This design comes from an exercise in tuning for small area, a short achievable clock period and few clock cycles per item on the open sky130 flow, not from production work.
Only simulation tests tie the RTL to the original design; equivalence was not proved.
Power figures rest on the tool's default switching activity, not on a simulated workload.

==> job 8357 <==
==> flow/design.v <==
`timescale 1ns / 1ps
package rrts_pkg;
   localparam int TIME_W  = 16;
   localparam int BURST_W = 16;
   localparam int TASK_W  = 5;
   localparam logic [TIME_W-1:0] TIME_MAX = {TIME_W{1'b1}};
   localparam logic OP_LOAD = 1'b0;
   localparam logic OP_TICK = 1'b1;
   typedef logic [TIME_W-1:0]  time_type;
   typedef logic [BURST_W-1:0] burst_type;
   typedef logic [TASK_W-1:0]  task_type;
   typedef struct packed {
      logic empty;
      logic full;
   } fifo_status_type;
endpackage
`timescale 1ns / 1ps
module rrts_task_table #(
   parameter int MAX_TASKS = 32,
   parameter int IW        = 5
) (
   input  logic                 clock,
   input  logic [MAX_TASKS-1:0] arr_we,
   input  rrts_pkg::time_type   arr_wdata,
   input  logic [MAX_TASKS-1:0] rem_we,
   input  rrts_pkg::burst_type  rem_wdata,
   input  rrts_pkg::time_type   cmp_time,
   output logic [MAX_TASKS-1:0] arr_match,
   input  logic [IW-1:0]        rem_rd_addr,
   output rrts_pkg::burst_type  rem_rdata
);
   rrts_pkg::time_type  arrival_mem   [MAX_TASKS];
   rrts_pkg::burst_type remaining_mem [MAX_TASKS];
   always_ff @(posedge clock) begin
      for (int i = 0; i < MAX_TASKS; i++) begin
         if (arr_we[i]) begin
            arrival_mem[i] <= arr_wdata;
         end
         if (rem_we[i]) begin
            remaining_mem[i] <= rem_wdata;
         end
      end
   end
   always_comb begin
      for (int i = 0; i < MAX_TASKS; i++) begin
         arr_match[i] = (arrival_mem[i] == cmp_time);
      end
   end
   assign rem_rdata = remaining_mem[rem_rd_addr];
endmodule
`timescale 1ns / 1ps
module rrts_ready_fifo #(
   parameter int MAX_TASKS = 32,
   parameter int IW        = 5,
   parameter int CW        = 6
) (
   input  logic           clock,
   input  logic           reset,
   input  logic           pop,
   input  logic [1:0]     npush,
   input  logic [IW-1:0]  push_a,
   input  logic [IW-1:0]  push_b,
   output logic [IW-1:0]  head,
   output logic [IW-1:0]  second,
   output logic           empty,
   output logic           multi
);
   logic [IW-1:0]        q_ff [MAX_TASKS];
   logic [MAX_TASKS-1:0] vld_ff;
   logic [MAX_TASKS+1:0] vx;       
   assign empty  = !vld_ff[0];
   assign multi  = vld_ff[1];
   assign head   = q_ff[0];
   assign second = q_ff[1];
   assign vx     = {1'b0, vld_ff, 1'b1};
   always_ff @(posedge clock) begin
      for (int k = 0; k < MAX_TASKS; k++) begin
         if (pop) begin
            if (vx[k + 2]) begin
               q_ff[k] <= q_ff[(k + 1) % MAX_TASKS];
            end else if (vx[k + 1]) begin
               q_ff[k] <= push_a;
            end else begin
               q_ff[k] <= push_b;
            end
         end else begin
            if (vx[k + 1]) begin
               q_ff[k] <= q_ff[k];
            end else if (vx[k]) begin
               q_ff[k] <= push_a;
            end else begin
               q_ff[k] <= push_b;
            end
         end
      end
   end
   logic [MAX_TASKS-1:0] vld_dn, vld_up1, vld_up2;
   assign vld_dn  = {1'b0, vld_ff[MAX_TASKS-1:1]};
   assign vld_up1 = {vld_ff[MAX_TASKS-2:0], 1'b1};
   assign vld_up2 = {vld_ff[MAX_TASKS-3:0], 2'b11};
   always_ff @(posedge clock) begin
      if (reset) begin
         vld_ff <= '0;
      end else begin
         case ({pop, npush})
            3'b100:         vld_ff <= vld_dn;
            3'b001, 3'b110: vld_ff <= vld_up1;
            3'b010:         vld_ff <= vld_up2;
            3'b111:         vld_ff <= vld_up1;
            default:        vld_ff <= vld_ff;
         endcase
      end
   end
endmodule
`timescale 1ns / 1ps
module round_robin_tick_scheduler #(
   parameter int MAX_TASKS = 32
) (
   input  logic                 clock,
   input  logic                 reset,
   input  logic                 req_valid,
   output logic                 req_ready,
   input  logic                 req_operation,
   input  logic [15:0]          req_arrival_time,
   input  logic [15:0]          req_burst_length,
   output logic                 rsp_valid,
   input  logic                 rsp_ready,
   output logic [4:0]           rsp_task_index,
   output logic                 rsp_idle,
   output logic                 rsp_finished,
   output logic [15:0]          rsp_slot_time
);
   localparam int IW = (MAX_TASKS > 1) ? $clog2(MAX_TASKS) : 1;
   localparam int CW = $clog2(MAX_TASKS + 1);
   localparam logic [CW-1:0] FULL_CNT = CW'(MAX_TASKS);
   typedef struct packed {
      logic [MAX_TASKS-1:0] mask;
      logic                 any;
      logic                 more;
      logic [IW-1:0]        low;
   } arr_set_type;
   function automatic arr_set_type encode(logic [MAX_TASKS-1:0] m);
      arr_set_type r;
      r.mask = m;
      r.any  = 1'b0;
      r.more = 1'b0;
      r.low  = '0;
      for (int i = MAX_TASKS - 1; i >= 0; i--) begin
         if (m[i]) begin
            r.more = r.any;
            r.any  = 1'b1;
            r.low  = IW'(i);
         end
      end
      encode = r;
   endfunction
   logic                p_vld_ff;
   logic                p_op_ff;
   logic                p_arr0_ff;    
   logic                p_eq1_ff;     
   logic                p_eq2_ff;     
   rrts_pkg::time_type  p_arr_ff;
   rrts_pkg::burst_type p_len_ff;
   logic [CW-1:0]       loaded_ff;
   rrts_pkg::time_type  x1_ff, x2_ff, x3_ff;    
   logic                x1v_ff, x2v_ff, x3v_ff;  
   logic                tzero_ff;
   arr_set_type         arr1_ff;
   logic [MAX_TASKS-1:0] arr2_ff;
   logic                stall_ff;
   logic                rj_vld_ff;
   logic [IW-1:0]       rj_idx_ff;
   rrts_pkg::burst_type head_rem_ff;
   logic                rsp_valid_ff;
   rrts_pkg::task_type  rsp_task_ff;
   logic                rsp_idle_ff;
   logic                rsp_fin_ff;
   rrts_pkg::time_type  rsp_slot_ff;
   logic                skid_vld_ff;
   rrts_pkg::task_type  skid_task_ff;
   logic                skid_idle_ff;
   logic                skid_fin_ff;
   logic                p_go;
   logic                is_tick;
   logic                is_load;
   logic                load_ok;
   logic                load_arr0;
   logic                eq1, eq2;
   logic [MAX_TASKS-1:0] ld_sel;
   logic [MAX_TASKS-1:0] run_sel;
   logic [MAX_TASKS-1:0] lmask;
   logic [MAX_TASKS-1:0] arr_match;
   logic [MAX_TASKS-1:0] rem_we;
   rrts_pkg::burst_type rem_wdata;
   rrts_pkg::burst_type rem_rdata;
   logic [IW-1:0]       rem_rd_addr;
   rrts_pkg::burst_type rem_dec;
   logic [IW-1:0]       head;
   logic [IW-1:0]       second;
   logic                q_empty;
   logic                q_multi;
   logic                pop;
   logic [1:0]          npush;
   logic [IW-1:0]       push_a;
   logic [IW-1:0]       push_b;
   logic                ran;
   logic                head_last;
   logic                fin;
   logic                rejoin;
   logic                step;
   logic                stall_in;
   logic                consume_more;
   rrts_pkg::time_type  slot_time;
   logic go_ff;
   logic p_vld_in;
   logic p_op_in;
   logic skid_vld_in;
   logic block;
   assign p_go      = go_ff;
   assign block     = arr1_ff.more && (stall_ff || (go_ff && (p_op_ff == rrts_pkg::OP_TICK)));
   assign req_ready = (!p_vld_ff || go_ff) && !block;
   assign p_vld_in  = req_ready ? req_valid : (p_vld_ff && !go_ff);
   assign p_op_in   = req_ready ? req_operation : p_op_ff;
   always_ff @(posedge clock) begin
      if (reset) begin
         p_vld_ff <= 1'b0;
         go_ff    <= 1'b0;
      end else begin
         p_vld_ff <= p_vld_in;
         go_ff    <= p_vld_in && !stall_in && (!p_op_in || !skid_vld_in);
      end
   end
   logic shift;
   assign shift = step && x1v_ff;
   always_ff @(posedge clock) begin
      if (req_ready) begin
         p_arr0_ff <= (req_arrival_time == '0);
         p_eq1_ff  <= shift ? (x2v_ff && (req_arrival_time == x2_ff))
                            : (x1v_ff && (req_arrival_time == x1_ff));
         p_eq2_ff  <= shift ? (x3v_ff && (req_arrival_time == x3_ff))
                            : (x2v_ff && (req_arrival_time == x2_ff));
         p_op_ff  <= req_operation;
         p_arr_ff <= req_arrival_time;
         p_len_ff <= req_burst_length;
      end
   end
   assign is_tick   = p_go && (p_op_ff == rrts_pkg::OP_TICK);
   assign is_load   = p_go && (p_op_ff == rrts_pkg::OP_LOAD);
   assign load_ok   = is_load && !loaded_ff[CW-1];    
   assign load_arr0 = load_ok && tzero_ff && p_arr0_ff;
   assign eq1       = p_eq1_ff;
   assign eq2       = p_eq2_ff;
   assign pop       = is_tick && !q_empty;
   assign ran       = pop;
   assign head_last = (head_rem_ff[15:1] == '0);
   assign fin       = ran && head_last;
   assign rejoin    = ran && !head_last;
   assign rem_dec   = (head_rem_ff == '0) ? '0 : head_rem_ff - 1'b1;
   always_comb begin
      for (int i = 0; i < MAX_TASKS; i++) begin
         ld_sel[i]  = load_ok && (loaded_ff[IW-1:0] == IW'(i));
         run_sel[i] = ran && (head == IW'(i));
         lmask[i]   = (CW'(i) < loaded_ff);
      end
   end
   assign rem_we      = ld_sel | run_sel;
   assign rem_wdata   = is_load ? p_len_ff : rem_dec;
   assign rem_rd_addr = q_multi ? second : arr1_ff.low;
   rrts_task_table #(
      .MAX_TASKS (MAX_TASKS),
      .IW        (IW)
   ) u_table (
      .clock       (clock),
      .arr_we      (ld_sel),
      .arr_wdata   (p_arr_ff),
      .rem_we      (rem_we),
      .rem_wdata   (rem_wdata),
      .cmp_time    (x3_ff),
      .arr_match   (arr_match),
      .rem_rd_addr (rem_rd_addr),
      .rem_rdata   (rem_rdata)
   );
   always_comb begin
      npush        = 2'd0;
      push_a       = head;
      push_b       = head;
      stall_in     = 1'b0;
      consume_more = 1'b0;
      if (stall_ff) begin
         push_a = arr1_ff.low;
         push_b = rj_idx_ff;
         if (arr1_ff.more) begin
            npush        = 2'd1;
            stall_in     = 1'b1;
            consume_more = 1'b1;
         end else begin
            npush = rj_vld_ff ? 2'd2 : 2'd1;
         end
      end else if (is_tick) begin
         if (arr1_ff.any) begin
            push_a = arr1_ff.low;
            if (arr1_ff.more) begin
               npush        = 2'd1;
               stall_in     = 1'b1;
               consume_more = 1'b1;
            end else begin
               npush = rejoin ? 2'd2 : 2'd1;
            end
         end else begin
            npush = rejoin ? 2'd1 : 2'd0;
         end
      end else if (load_arr0) begin
         push_a = loaded_ff[IW-1:0];
         npush  = 2'd1;
      end
   end
   assign step = (is_tick || stall_ff) && !consume_more;
   rrts_ready_fifo #(
      .MAX_TASKS (MAX_TASKS),
      .IW        (IW),
      .CW        (CW)
   ) u_fifo (
      .clock  (clock),
      .reset  (reset),
      .pop    (pop),
      .npush  (npush),
      .push_a (push_a),
      .push_b (push_b),
      .head   (head),
      .second (second),
      .empty  (q_empty),
      .multi  (q_multi)
   );
   always_ff @(posedge clock) begin
      if (reset) begin
         loaded_ff <= '0;
         x1_ff     <= 16'd1;
         x2_ff     <= 16'd2;
         x3_ff     <= 16'd3;
         x1v_ff    <= 1'b1;
         x2v_ff    <= 1'b1;
         x3v_ff    <= 1'b1;
         tzero_ff  <= 1'b1;
         stall_ff  <= 1'b0;
         arr1_ff   <= '0;
         arr2_ff   <= '0;
      end else begin
         if (load_ok) begin
            loaded_ff <= loaded_ff + 1'b1;
         end
         if (step) begin
            tzero_ff <= 1'b0;
            if (shift) begin
               x1_ff  <= x2_ff;
               x2_ff  <= x3_ff;
               x3_ff  <= x3_ff + 1'b1;
               x1v_ff <= x2v_ff;
               x2v_ff <= x3v_ff;
               x3v_ff <= x3v_ff && (x3_ff != rrts_pkg::TIME_MAX);
            end
         end
         stall_ff <= stall_in;
         if (consume_more) begin
            arr1_ff <= encode(arr1_ff.mask & ~(MAX_TASKS'(1) << arr1_ff.low));
         end else if (step) begin
            arr1_ff <= encode(arr2_ff);
         end else if (load_ok && eq1) begin
            arr1_ff.mask <= arr1_ff.mask | ld_sel;
            arr1_ff.any  <= 1'b1;
            arr1_ff.more <= arr1_ff.any;
            if (!arr1_ff.any) begin
               arr1_ff.low <= loaded_ff[IW-1:0];
            end
         end
         if (step) begin
            arr2_ff <= x3v_ff ? (arr_match & lmask) : '0;
         end else if (load_ok && eq2) begin
            arr2_ff <= arr2_ff | ld_sel;
         end
      end
   end
   always_ff @(posedge clock) begin
      if (is_tick) begin
         rj_vld_ff <= rejoin;
         rj_idx_ff <= head;
      end
      if (is_tick) begin
         if (q_multi || arr1_ff.any) begin
            head_rem_ff <= rem_rdata;
         end else if (rejoin) begin
            head_rem_ff <= rem_dec;
         end
      end else if (load_arr0 && q_empty) begin
         head_rem_ff <= p_len_ff;
      end
   end
   logic take;
   assign take      = rsp_valid_ff && rsp_ready;
   assign slot_time = x1v_ff ? (x1_ff - 1'b1) : rrts_pkg::TIME_MAX;
   always_comb begin
      skid_vld_in = skid_vld_ff;
      if (skid_vld_ff) begin
         if (take) skid_vld_in = 1'b0;
      end else if (is_tick && rsp_valid_ff && !take) begin
         skid_vld_in = 1'b1;
      end
   end
   always_ff @(posedge clock) begin
      if (reset) begin
         rsp_valid_ff <= 1'b0;
         skid_vld_ff  <= 1'b0;
      end else begin
         if (skid_vld_ff) begin
            rsp_valid_ff <= 1'b1;
         end else if (is_tick) begin
            rsp_valid_ff <= 1'b1;
         end else if (take) begin
            rsp_valid_ff <= 1'b0;
         end
         skid_vld_ff <= skid_vld_in;
      end
   end
   always_ff @(posedge clock) begin
      if (skid_vld_ff) begin
         if (take) begin
            rsp_task_ff <= skid_task_ff;
            rsp_idle_ff <= skid_idle_ff;
            rsp_fin_ff  <= skid_fin_ff;
            rsp_slot_ff <= (rsp_slot_ff == rrts_pkg::TIME_MAX) ? rsp_slot_ff
                                                              : rsp_slot_ff + 1'b1;
         end
      end else if (is_tick) begin
         if (!rsp_valid_ff || take) begin
            rsp_task_ff <= q_empty ? '0 : head;
            rsp_idle_ff <= q_empty;
            rsp_fin_ff  <= fin;
            rsp_slot_ff <= slot_time;
         end else begin
            skid_task_ff <= q_empty ? '0 : head;
            skid_idle_ff <= q_empty;
            skid_fin_ff  <= fin;
         end
      end
   end
   assign rsp_valid      = rsp_valid_ff;
   assign rsp_task_index = rsp_task_ff;
   assign rsp_idle       = rsp_idle_ff;
   assign rsp_finished   = rsp_fin_ff;
   assign rsp_slot_time  = rsp_slot_ff;
endmodule
==> flow/run.sh <==
#!/bin/bash
# synth_recipe.tcl (not shown) runs the flow's synth.tcl, then flattens the netlist and writes it again
# the make line also repeats each setting of config.mk as NAME=value (left out here)
make -C /OpenROAD-flow-scripts/flow DESIGN_CONFIG=/design/flow/config.mk WORK_HOME=/design/flow/orfs CLKGATE_MAP_FILE= SYNTH_SCRIPT=/design/flow/synth_recipe.tcl finish
==> flow/config.mk <==
export PLATFORM = sky130hd
export DESIGN_NAME = round_robin_tick_scheduler
export DESIGN_NICKNAME = round_robin_tick_scheduler
export VERILOG_FILES = /design/flow/design.v
export SDC_FILE = /design/flow/constraint.sdc
export NUM_CORES = 4
export LEC_CHECK = 0
export CAP_MARGIN = 20
export CORE_MARGIN = 2
export CORE_UTILIZATION = 55
export CTS_BUF_LIST = sky130_fd_sc_hd__clkbuf_8
export CTS_CLUSTER_SIZE = 24
export PLACE_DENSITY = 0.7
export SETUP_SLACK_MARGIN = 2.5
export SLEW_MARGIN = 20
==> flow/constraint.sdc <==
create_clock -name core_clock -period 5.0 [get_ports {clock}]
set_input_delay 1.0000 -clock core_clock [delete_from_list [all_inputs] [get_ports {clock}]]
set_output_delay 1.0000 -clock core_clock [all_outputs]
set_load 0.01 [all_outputs]
==> job 551: changes against job 8357 <==
==> flow/config.mk (replaced) <==
export PLATFORM = sky130hd
export DESIGN_NAME = round_robin_tick_scheduler
export DESIGN_NICKNAME = round_robin_tick_scheduler
export VERILOG_FILES = /design/flow/design.v
export SDC_FILE = /design/flow/constraint.sdc
export NUM_CORES = 4
export LEC_CHECK = 0
export CAP_MARGIN = 25
export CORE_MARGIN = 2
export CORE_UTILIZATION = 40
export PLACE_DENSITY = 0.6
export SETUP_SLACK_MARGIN = 2.8
export SLEW_MARGIN = 25
==> job 1336: changes against job 8357 <==
--- a/flow/design.v
+++ b/flow/design.v
@@ -156,9 +156,6 @@
    endfunction
    logic                p_vld_ff;
    logic                p_op_ff;
-   logic                p_arr0_ff;    
-   logic                p_eq1_ff;     
-   logic                p_eq2_ff;     
    rrts_pkg::time_type  p_arr_ff;
    rrts_pkg::burst_type p_len_ff;
    logic [CW-1:0]       loaded_ff;
@@ -215,11 +212,9 @@
    logic p_vld_in;
    logic p_op_in;
    logic skid_vld_in;
-   logic block;
    assign p_go      = go_ff;
-   assign block     = arr1_ff.more && (stall_ff || (go_ff && (p_op_ff == rrts_pkg::OP_TICK)));
-   assign req_ready = (!p_vld_ff || go_ff) && !block;
-   assign p_vld_in  = req_ready ? req_valid : (p_vld_ff && !go_ff);
+   assign req_ready = !p_vld_ff || go_ff;
+   assign p_vld_in  = req_ready ? req_valid : p_vld_ff;
    assign p_op_in   = req_ready ? req_operation : p_op_ff;
    always_ff @(posedge clock) begin
       if (reset) begin
@@ -230,15 +225,8 @@
          go_ff    <= p_vld_in && !stall_in && (!p_op_in || !skid_vld_in);
       end
    end
-   logic shift;
-   assign shift = step && x1v_ff;
    always_ff @(posedge clock) begin
       if (req_ready) begin
-         p_arr0_ff <= (req_arrival_time == '0);
-         p_eq1_ff  <= shift ? (x2v_ff && (req_arrival_time == x2_ff))
-                            : (x1v_ff && (req_arrival_time == x1_ff));
-         p_eq2_ff  <= shift ? (x3v_ff && (req_arrival_time == x3_ff))
-                            : (x2v_ff && (req_arrival_time == x2_ff));
          p_op_ff  <= req_operation;
          p_arr_ff <= req_arrival_time;
          p_len_ff <= req_burst_length;
@@ -246,10 +234,10 @@
    end
    assign is_tick   = p_go && (p_op_ff == rrts_pkg::OP_TICK);
    assign is_load   = p_go && (p_op_ff == rrts_pkg::OP_LOAD);
-   assign load_ok   = is_load && !loaded_ff[CW-1];    
-   assign load_arr0 = load_ok && tzero_ff && p_arr0_ff;
-   assign eq1       = p_eq1_ff;
-   assign eq2       = p_eq2_ff;
+   assign load_ok   = is_load && (loaded_ff != FULL_CNT);
+   assign load_arr0 = load_ok && tzero_ff && (p_arr_ff == '0);
+   assign eq1       = x1v_ff && (p_arr_ff == x1_ff);
+   assign eq2       = x2v_ff && (p_arr_ff == x2_ff);
    assign pop       = is_tick && !q_empty;
    assign ran       = pop;
    assign head_last = (head_rem_ff[15:1] == '0);
@@ -350,7 +338,7 @@
          end
          if (step) begin
             tzero_ff <= 1'b0;
-            if (shift) begin
+            if (x1v_ff) begin
                x1_ff  <= x2_ff;
                x2_ff  <= x3_ff;
                x3_ff  <= x3_ff + 1'b1;
--- a/flow/config.mk
+++ b/flow/config.mk
@@ -7,9 +7,6 @@
 export LEC_CHECK = 0
 export CAP_MARGIN = 20
 export CORE_MARGIN = 2
-export CORE_UTILIZATION = 55
-export CTS_BUF_LIST = sky130_fd_sc_hd__clkbuf_8
-export CTS_CLUSTER_SIZE = 24
-export PLACE_DENSITY = 0.7
-export SETUP_SLACK_MARGIN = 2.5
+export CORE_UTILIZATION = 40
+export PLACE_DENSITY = 0.6
 export SLEW_MARGIN = 20
==> job 8665: changes against job 8357 <==
--- a/flow/design.v
+++ b/flow/design.v
@@ -63,7 +63,9 @@
    output logic [IW-1:0]  head,
    output logic [IW-1:0]  second,
    output logic           empty,
-   output logic           multi
+   output logic           multi,
+   output logic [IW-1:0]  second_in,    
+   output logic           multi_in      
 );
    logic [IW-1:0]        q_ff [MAX_TASKS];
    logic [MAX_TASKS-1:0] vld_ff;
@@ -73,42 +75,53 @@
    assign head   = q_ff[0];
    assign second = q_ff[1];
    assign vx     = {1'b0, vld_ff, 1'b1};
-   always_ff @(posedge clock) begin
+   logic [IW-1:0] q_in [MAX_TASKS];
+   always_comb begin
       for (int k = 0; k < MAX_TASKS; k++) begin
          if (pop) begin
             if (vx[k + 2]) begin
-               q_ff[k] <= q_ff[(k + 1) % MAX_TASKS];
+               q_in[k] = q_ff[(k + 1) % MAX_TASKS];
             end else if (vx[k + 1]) begin
-               q_ff[k] <= push_a;
+               q_in[k] = push_a;
             end else begin
-               q_ff[k] <= push_b;
+               q_in[k] = push_b;
             end
          end else begin
             if (vx[k + 1]) begin
-               q_ff[k] <= q_ff[k];
+               q_in[k] = q_ff[k];
             end else if (vx[k]) begin
-               q_ff[k] <= push_a;
+               q_in[k] = push_a;
             end else begin
-               q_ff[k] <= push_b;
+               q_in[k] = push_b;
             end
          end
       end
    end
+   always_ff @(posedge clock) begin
+      for (int k = 0; k < MAX_TASKS; k++) begin
+         q_ff[k] <= q_in[k];
+      end
+   end
+   assign second_in = q_in[1];
    logic [MAX_TASKS-1:0] vld_dn, vld_up1, vld_up2;
    assign vld_dn  = {1'b0, vld_ff[MAX_TASKS-1:1]};
    assign vld_up1 = {vld_ff[MAX_TASKS-2:0], 1'b1};
    assign vld_up2 = {vld_ff[MAX_TASKS-3:0], 2'b11};
+   logic [MAX_TASKS-1:0] vld_in;
+   always_comb begin
+      case ({pop, npush})
+         3'b100:         vld_in = vld_dn;
+         3'b001, 3'b110: vld_in = vld_up1;
+         3'b010:         vld_in = vld_up2;
+         default:        vld_in = vld_ff;
+      endcase
+   end
+   assign multi_in = vld_in[1];
    always_ff @(posedge clock) begin
       if (reset) begin
          vld_ff <= '0;
       end else begin
-         case ({pop, npush})
-            3'b100:         vld_ff <= vld_dn;
-            3'b001, 3'b110: vld_ff <= vld_up1;
-            3'b010:         vld_ff <= vld_up2;
-            3'b111:         vld_ff <= vld_up1;
-            default:        vld_ff <= vld_ff;
-         endcase
+         vld_ff <= vld_in;
       end
    end
 endmodule
@@ -157,8 +170,6 @@
    logic                p_vld_ff;
    logic                p_op_ff;
    logic                p_arr0_ff;    
-   logic                p_eq1_ff;     
-   logic                p_eq2_ff;     
    rrts_pkg::time_type  p_arr_ff;
    rrts_pkg::burst_type p_len_ff;
    logic [CW-1:0]       loaded_ff;
@@ -215,11 +226,9 @@
    logic p_vld_in;
    logic p_op_in;
    logic skid_vld_in;
-   logic block;
    assign p_go      = go_ff;
-   assign block     = arr1_ff.more && (stall_ff || (go_ff && (p_op_ff == rrts_pkg::OP_TICK)));
-   assign req_ready = (!p_vld_ff || go_ff) && !block;
-   assign p_vld_in  = req_ready ? req_valid : (p_vld_ff && !go_ff);
+   assign req_ready = !p_vld_ff || go_ff;
+   assign p_vld_in  = req_ready ? req_valid : p_vld_ff;
    assign p_op_in   = req_ready ? req_operation : p_op_ff;
    always_ff @(posedge clock) begin
       if (reset) begin
@@ -230,15 +239,9 @@
          go_ff    <= p_vld_in && !stall_in && (!p_op_in || !skid_vld_in);
       end
    end
-   logic shift;
-   assign shift = step && x1v_ff;
    always_ff @(posedge clock) begin
       if (req_ready) begin
          p_arr0_ff <= (req_arrival_time == '0);
-         p_eq1_ff  <= shift ? (x2v_ff && (req_arrival_time == x2_ff))
-                            : (x1v_ff && (req_arrival_time == x1_ff));
-         p_eq2_ff  <= shift ? (x3v_ff && (req_arrival_time == x3_ff))
-                            : (x2v_ff && (req_arrival_time == x2_ff));
          p_op_ff  <= req_operation;
          p_arr_ff <= req_arrival_time;
          p_len_ff <= req_burst_length;
@@ -248,8 +251,8 @@
    assign is_load   = p_go && (p_op_ff == rrts_pkg::OP_LOAD);
    assign load_ok   = is_load && !loaded_ff[CW-1];    
    assign load_arr0 = load_ok && tzero_ff && p_arr0_ff;
-   assign eq1       = p_eq1_ff;
-   assign eq2       = p_eq2_ff;
+   assign eq1       = x1v_ff && (p_arr_ff == x1_ff);
+   assign eq2       = x2v_ff && (p_arr_ff == x2_ff);
    assign pop       = is_tick && !q_empty;
    assign ran       = pop;
    assign head_last = (head_rem_ff[15:1] == '0);
@@ -265,7 +268,11 @@
    end
    assign rem_we      = ld_sel | run_sel;
    assign rem_wdata   = is_load ? p_len_ff : rem_dec;
-   assign rem_rd_addr = q_multi ? second : arr1_ff.low;
+   logic [IW-1:0] rd_addr_ff;
+   logic [IW-1:0] second_in;
+   logic          multi_in;
+   arr_set_type   arr1_in;
+   assign rem_rd_addr = rd_addr_ff;
    rrts_task_table #(
       .MAX_TASKS (MAX_TASKS),
       .IW        (IW)
@@ -328,9 +335,26 @@
       .push_b (push_b),
       .head   (head),
       .second (second),
-      .empty  (q_empty),
-      .multi  (q_multi)
+      .empty     (q_empty),
+      .multi     (q_multi),
+      .second_in (second_in),
+      .multi_in  (multi_in)
    );
+   always_comb begin
+      arr1_in = arr1_ff;
+      if (consume_more) begin
+         arr1_in = encode(arr1_ff.mask & ~(MAX_TASKS'(1) << arr1_ff.low));
+      end else if (step) begin
+         arr1_in = encode(arr2_ff);
+      end else if (load_ok && eq1) begin
+         arr1_in.mask = arr1_ff.mask | ld_sel;
+         arr1_in.any  = 1'b1;
+         arr1_in.more = arr1_ff.any;
+         if (!arr1_ff.any) begin
+            arr1_in.low = loaded_ff[IW-1:0];
+         end
+      end
+   end
    always_ff @(posedge clock) begin
       if (reset) begin
          loaded_ff <= '0;
@@ -344,13 +368,14 @@
          stall_ff  <= 1'b0;
          arr1_ff   <= '0;
          arr2_ff   <= '0;
+         rd_addr_ff <= '0;
       end else begin
          if (load_ok) begin
             loaded_ff <= loaded_ff + 1'b1;
          end
          if (step) begin
             tzero_ff <= 1'b0;
-            if (shift) begin
+            if (x1v_ff) begin
                x1_ff  <= x2_ff;
                x2_ff  <= x3_ff;
                x3_ff  <= x3_ff + 1'b1;
@@ -360,18 +385,8 @@
             end
          end
          stall_ff <= stall_in;
-         if (consume_more) begin
-            arr1_ff <= encode(arr1_ff.mask & ~(MAX_TASKS'(1) << arr1_ff.low));
-         end else if (step) begin
-            arr1_ff <= encode(arr2_ff);
-         end else if (load_ok && eq1) begin
-            arr1_ff.mask <= arr1_ff.mask | ld_sel;
-            arr1_ff.any  <= 1'b1;
-            arr1_ff.more <= arr1_ff.any;
-            if (!arr1_ff.any) begin
-               arr1_ff.low <= loaded_ff[IW-1:0];
-            end
-         end
+         arr1_ff  <= arr1_in;
+         rd_addr_ff <= multi_in ? second_in : arr1_in.low;
          if (step) begin
             arr2_ff <= x3v_ff ? (arr_match & lmask) : '0;
          end else if (load_ok && eq2) begin
--- a/flow/config.mk
+++ b/flow/config.mk
@@ -7,9 +7,9 @@
 export LEC_CHECK = 0
 export CAP_MARGIN = 20
 export CORE_MARGIN = 2
-export CORE_UTILIZATION = 55
-export CTS_BUF_LIST = sky130_fd_sc_hd__clkbuf_8
-export CTS_CLUSTER_SIZE = 24
-export PLACE_DENSITY = 0.7
+export CORE_UTILIZATION = 40
+export CTS_CLUSTER_DIAMETER = 100
+export CTS_CLUSTER_SIZE = 20
+export PLACE_DENSITY = 0.6
 export SETUP_SLACK_MARGIN = 2.5
 export SLEW_MARGIN = 20
==> qor summary <==
	job 551	job 1336	job 8357	job 8665
Outcome	finished clean	finished clean	finished clean	finished clean
Unrepaired setup endpoints after global routing	yes	no	yes	yes
Non-clock buffering overhead	0.117	0.0258	0.0839	0.0660
Top-area cell type share of the netlist area	0.534	0.523	0.534	0.539
Worst Hold End	x2_ff[12]	x2_ff[12]	x1_ff[6]	x2_ff[8]
Start of the worst register-to-register path	u_fifo.vld_ff[1]	u_fifo.vld_ff[1]	u_fifo.vld_ff[1]	p_arr_ff[3]
Mapped Nets	4972	5166	4972	5053
Filler cell count in the final layout	12274	13976	7590	13509
Met2 GRT Util	0.428	0.385	0.532	0.404
Clk Latency, worst-skew pair	0.81 ns	0.84 ns	0.94 ns	0.76 ns
Clock Skew	0.0376 ns	0.0714 ns	0.0516 ns	0.0391 ns
WL per Instance	30.7 um	27.8 um	30.8 um	28.4 um
Max IR drop VDD	0.000349 V	0.000299 V	0.000275 V	0.000322 V
Combined global-route utilization of all metal layers	0.283	0.246	0.354	0.253
Synthesized area divided by synthesized cell count	12.7 um^2	12.5 um^2	12.7 um^2	12.4 um^2
Adder and majority cell fraction of the synthesized area	0.00313	0.00227	0.00313	0.00266
Seq area share	0.470	0.549	0.516	0.550
Area of placed instances	67200 um^2	67100 um^2	66200 um^2	65700 um^2
Number of enable flip-flop cells after synthesis	1116	1113	1116	1114
Period Utilization, post-route	0.604	0.758	0.650	0.582
Number of inverters outside the clock class in the layout	28	63	28	63
Initial core utilization	0.402	0.403	0.556	0.403
Timing-limited maximum frequency	331 MHz	264 MHz	308 MHz	344 MHz
Initial detailed-routing violation count	7025	5739	7875	5726
Simple-gate portion of the synthesized area	0.0879	0.101	0.0879	0.0941
Wire length on met1	91500 um	85200 um	80100 um	86000 um
Testbench counts of job 1336, summed over its fixed seeds: cycles 3,508, ticks 3,200.
Testbench counts of job 8665, summed over its fixed seeds: cycles 3,508, ticks 3,200.

## re-timing with driven ports
Ports are ideal in the flow. The routed layouts listed here were re-timed in OpenROAD. Step 1: set_driving_cell puts a clkbuf_16 on clock and a buf_2 on each other input, an assumption about the parent block. Step 2 adds t to the input delays and takes it off the output delays; t is the mean of the earliest and latest rising clock arrival at the registers after step 1. Input paths then give back, and output paths get back, about the clock's delay inside the block. a / b / c = ideal / step 1 / step 2; a / b = the first two.
| run | shift t [ns] | setup WS [ns] | hold WS [ns] | latest minus earliest clock arrival (ns) | worst slew at a driven data input, ns |
|---|---|---|---|---|---|
| job 8357 | 0.980 | 1.752 / 1.752 / 1.712 | 0.477 / 0.477 / 0.477 | 0.058 / 0.059 | 0.06 |
| job 551 | 0.883 | 1.981 / 1.981 / 1.981 | 0.507 / 0.507 / 0.507 | 0.041 / 0.041 | 0.08 |
| job 1336 | 0.883 | 1.209 / 1.209 / 1.209 | 0.484 / 0.484 / 0.484 | 0.072 / 0.072 | 0.14 |
| job 8665 | 0.821 | 2.089 / 2.089 / 2.089 | 0.487 / 0.487 / 0.487 | 0.041 / 0.042 | 0.08 |
After both steps every run listed still meets setup and hold. The setup slack of job 8357, which loses most, moves by 0.000 ns with the drivers and by -0.040 ns with both steps.
